What follows belongs to an exercise in optimizing a design on an open flow for small area; a production flow would make more cautious choices. Only simulation tests tie the RTL to the original design; equivalence was not proved. Power figures rest on the tool's default switching activity, not on a simulated workload.

==> flow/design.v <==
module esm_dwell_reporter
#(
    parameter int          AXI_DATA_WIDTH = 32,    
    parameter logic [31:0] REPORT_MAGIC   = 32'h45534D52,
    parameter logic [7:0]  MODULE_ID      = 8'h02,
    parameter logic [7:0]  MESSAGE_TYPE   = 8'h10
) (
    input  logic                      Clk,
    input  logic                      Rst,
    input  logic                      Enable,
    input  logic                      Dwell_active,
    input  logic [183:0]              Dwell_data,
    input  logic [31:0]               Dwell_sequence_num,
    input  logic [63:0]               Timestamp,
    output logic                      M_axis_valid,
    input  logic                      M_axis_ready,
    output logic [AXI_DATA_WIDTH-1:0] M_axis_data,
    output logic                      M_axis_last,
    output logic [15:0]               Dropped_count
);
    logic                active_prev_r;
    logic                captured_r;
    logic [63:0]         sh_ts_r;
    logic [31:0]         act_cnt_r;
    logic [183:0]        meta_r;
    logic [31:0]         dseq_r;
    logic                pend_valid_r;
    logic [63:0]         pend_ts_r;
    logic [31:0]         pend_cnt_r;
    logic [31:0]         rpt_seq_r;
    logic [15:0]         dropped_r;
    logic                send_r;
    logic [3:0]          word_idx_r;
    logic                last_s;
    logic                beat_acc_s;
    logic                last_acc_s;
    logic                dwell_start_s;
    logic                dwell_fall_s;
    logic                dwell_end_s;
    logic                pend_load_s;
    logic                dwell_drop_s;
    logic                meta_we_s;
    assign last_s        = word_idx_r[3] & word_idx_r[2] & word_idx_r[0];
    assign beat_acc_s    = send_r & M_axis_ready;
    assign last_acc_s    = beat_acc_s & last_s;
    assign dwell_start_s = Dwell_active & ~active_prev_r & Enable;
    assign dwell_fall_s  = ~Dwell_active & active_prev_r;
    assign dwell_end_s   = dwell_fall_s & captured_r;
    assign pend_load_s   = dwell_end_s & (~pend_valid_r | last_acc_s);
    assign dwell_drop_s  = dwell_end_s & ~pend_load_s;
    assign meta_we_s     = Dwell_active & (~pend_valid_r | (word_idx_r[3] & word_idx_r[2]));
    always_ff @(posedge Clk) begin
        active_prev_r <= Dwell_active;
        if (Rst) begin
            captured_r <= 1'b0;
        end else if (dwell_start_s) begin
            captured_r <= 1'b1;
        end else if (dwell_fall_s) begin
            captured_r <= 1'b0;
        end
    end
    always_ff @(posedge Clk) begin
        if (dwell_start_s) begin
            sh_ts_r <= Timestamp;
        end
    end
    always_ff @(posedge Clk) begin
        if (dwell_start_s) begin
            act_cnt_r <= 32'd1;
        end else begin
            act_cnt_r <= act_cnt_r + 32'd1;
        end
    end
    always_ff @(posedge Clk) begin
        if (meta_we_s) begin
            meta_r <= Dwell_data;
            dseq_r <= Dwell_sequence_num;
        end
    end
    always_ff @(posedge Clk) begin
        if (pend_load_s) begin
            pend_ts_r  <= sh_ts_r;
            pend_cnt_r <= act_cnt_r;
        end
    end
    always_ff @(posedge Clk) begin
        if (Rst) begin
            pend_valid_r <= 1'b0;
        end else if (pend_load_s) begin
            pend_valid_r <= 1'b1;
        end else if (last_acc_s) begin
            pend_valid_r <= 1'b0;
        end
    end
    always_ff @(posedge Clk) begin
        if (Rst) begin
            rpt_seq_r <= 32'd0;
            dropped_r <= 16'd0;
        end else begin
            if (last_acc_s) begin
                rpt_seq_r <= rpt_seq_r + 32'd1;
            end
            if (dwell_drop_s && (dropped_r != 16'hFFFF)) begin
                dropped_r <= dropped_r + 16'd1;
            end
        end
    end
    always_ff @(posedge Clk) begin
        if (Rst) begin
            send_r     <= 1'b0;
            word_idx_r <= 4'd0;
        end else if (!send_r) begin
            send_r     <= pend_valid_r;
            word_idx_r <= 4'd0;
        end else if (beat_acc_s) begin
            if (last_s) begin
                send_r     <= 1'b0;
                word_idx_r <= 4'd0;
            end else begin
                word_idx_r <= word_idx_r + 4'd1;
            end
        end
    end
    always_comb begin
        case (word_idx_r)
            4'd0:    M_axis_data = REPORT_MAGIC;
            4'd1:    M_axis_data = rpt_seq_r;
            4'd2:    M_axis_data = {MODULE_ID, MESSAGE_TYPE, 16'h0000};
            4'd3:    M_axis_data = dseq_r;
            4'd4:    M_axis_data = meta_r[183:152];
            4'd5:    M_axis_data = meta_r[151:120];
            4'd6:    M_axis_data = {16'h0000, meta_r[119:104]};
            4'd7:    M_axis_data = {16'h0000, meta_r[103:88]};
            4'd8:    M_axis_data = meta_r[55:24];
            4'd9:    M_axis_data = meta_r[87:56];
            4'd10:   M_axis_data = {meta_r[23:8], 8'h00, meta_r[7:0]};
            4'd11:   M_axis_data = pend_cnt_r;
            4'd12:   M_axis_data = pend_ts_r[31:0];
            4'd13:   M_axis_data = pend_ts_r[63:32];
            4'd14:   M_axis_data = pend_ts_r[31:0];
            default: M_axis_data = pend_ts_r[63:32];
        endcase
    end
    assign M_axis_valid  = send_r;
    assign M_axis_last   = last_s;
    assign Dropped_count = dropped_r;
endmodule
clock: 5.0 ns
lec_check: 0
cap_margin: 20
core_margin: 2
core_utilization: 75
slew_margin: 20
standard.sh (not shown) runs the stock make flow with config.mk's settings and CLKGATE_MAP_FILE= SYNTH_SCRIPT=/design/flow/synth_recipe.tcl, a recipe that flattens the netlist after the stock synthesis.
==> flow/flow/run.sh <==
#!/bin/bash
# Layout flow: the standard ORFS flow with three changes that only affect
# how the layout is built (not the design, constraints or what is measured):
#   1. After the standard synthesis, the combinational logic between the
#      registers is re-mapped by ABC for area (registers, their names and cell
#      types are left exactly as the standard synthesis made them).
#   2. Port buffers are made from the smallest buffer cell.
#   3. The clock tree uses smaller clock buffers and no dummy loads.
# Each tool's output goes to a log file of its own in this folder.
set -euo pipefail
export BUFFER_PORTS_ARGS="-buffer_cell sky130_fd_sc_hd__buf_1"
if [[ -f flow/cts_args ]]; then
  export CTS_ARGS="$(cat flow/cts_args)"
fi
R=orfs/results/${FLOW_PLATFORM}/esm_dwell_reporter/base
LIB=${FLOW_HOME}/platforms/${FLOW_PLATFORM}/lib/sky130_fd_sc_hd__tt_025C_1v80.lib

bash standard.sh synth > make_synth.log 2>&1

cp $R/1_2_yosys.v $R/1_2_yosys_std.v
DU=$(sed -n '/DONT_USE_CELLS += /,/^$/p' ${FLOW_HOME}/platforms/${FLOW_PLATFORM}/config.mk | tr -d '\\' | tr ' ' '\n' | grep sky130 | sed 's/^/-dont_use /' | tr '\n' ' ')
cat > reopt.ys <<EOY
read_liberty -ignore_miss_func $LIB
read_verilog $R/1_2_yosys_std.v
hierarchy -top ${FLOW_TOP}
blackbox sky130_fd_sc_hd__*df* sky130_fd_sc_hd__*dl* sky130_fd_sc_hd__conb_*
select -assert-none ${FLOW_TOP}/t:sky130_fd_sc_hd__*dl*
tee -o reopt_regs_before.txt select -list ${FLOW_TOP}/t:sky130_fd_sc_hd__dfxtp_1 ${FLOW_TOP}/t:sky130_fd_sc_hd__edfxtp_1
flatten
blackbox sky130_fd_sc_hd__*
opt -purge
abc -liberty $LIB $DU -script $(pwd)/flow/abc.script
read_liberty -lib -overwrite -ignore_miss_func $LIB
opt_clean -purge
hilomap -singleton -hicell sky130_fd_sc_hd__conb_1 HI -locell sky130_fd_sc_hd__conb_1 LO
insbuf -buf sky130_fd_sc_hd__buf_1 A X
splitnets
opt_clean -purge
tee -o reopt_regs_after.txt select -list ${FLOW_TOP}/t:sky130_fd_sc_hd__dfxtp_1 ${FLOW_TOP}/t:sky130_fd_sc_hd__edfxtp_1
tee -o reopt_regs_after_all.txt select -list ${FLOW_TOP}/t:sky130_fd_sc_hd__*df*
tee -o reopt_stat.txt stat -liberty $LIB
check -assert -mapped
write_verilog -noattr -nohex -nodec $R/1_2_yosys.v
EOY
yosys -s reopt.ys > yosys_reopt.log 2>&1
# the registers must be the standard synthesis's: same names, same cell types
for t in dfxtp_1 edfxtp_1; do
  grep -c "sky130_fd_sc_hd__$t " $R/1_2_yosys_std.v > reopt_n_std_$t.txt || true
  grep -c "sky130_fd_sc_hd__$t " $R/1_2_yosys.v > reopt_n_new_$t.txt || true
  cmp reopt_n_std_$t.txt reopt_n_new_$t.txt
done
cmp <(sort reopt_regs_before.txt) <(sort reopt_regs_after.txt)
cmp <(sort reopt_regs_before.txt) <(sort reopt_regs_after_all.txt)
[[ $(grep -c "sky130_fd_sc_hd__[a-z]*df[a-z]*_[0-9] " $R/1_2_yosys_std.v) == $(wc -l < reopt_regs_before.txt) ]]
rm -f $R/1_synth.odb

bash standard.sh finish > make_finish.log 2>&1
Other scripts of this flow, unchanged in this note and not shown: flow/flow/abc.script, flow/flow/cts_args
The starting point went through all stages and came out clean.
Then changed:
--- a/flow/config.mk
+++ b/flow/config.mk
@@ -6,6 +6,6 @@
 export NUM_CORES = 4
 export LEC_CHECK = 0
-export CAP_MARGIN = 20
+export CAP_MARGIN = 10
 export CORE_MARGIN = 2
-export CORE_UTILIZATION = 75
-export SLEW_MARGIN = 20
+export CORE_UTILIZATION = 65
+export SLEW_MARGIN = 10
Sequential power barely changes. Via count is lower by 3.3%. Core utilization is lower by 11 points. Worst setup slack gains 230 ps. Area after synthesis does not change. Wire length is lower by 0.99%. Total power hardly moves. Die area is higher by 15%. Global-route usage is lower by 5.1 points. Non-clock buffer count is higher by 11. Final cell count is higher by 3.6%.

==> static timing again, ports no longer ideal <==
Ports are ideal in the flow. The routed layouts listed here were re-timed in OpenROAD. Step 1 assumes that a clkbuf_16 drives the clock port and a buf_2 every other input. Step 2 also shifts input and output timing later by t, the mid clock arrival at the registers, as if the neighbouring blocks saw the same clock. Three values: no drivers, after step 1, after step 2; two values: the first two.
| run | t, ns | setup WS [ns] | worst setup path at the end | worst register clock-pin slew, ns | worst slew at a driven data input, ns |
|---|---|---|---|---|---|
| the first run | 0.590 | 0.284 / 0.242 / 0.137 | input to register | 0.10 / 0.10 | 0.09 |
| the second run | 0.597 | 0.514 / 0.470 / 0.116 | input to register | 0.10 / 0.10 | 0.09 |
After both steps every run listed still meets setup and hold. The setup slack of the second run, which loses most, moves by -0.044 ns with the drivers and by -0.398 ns with both steps.
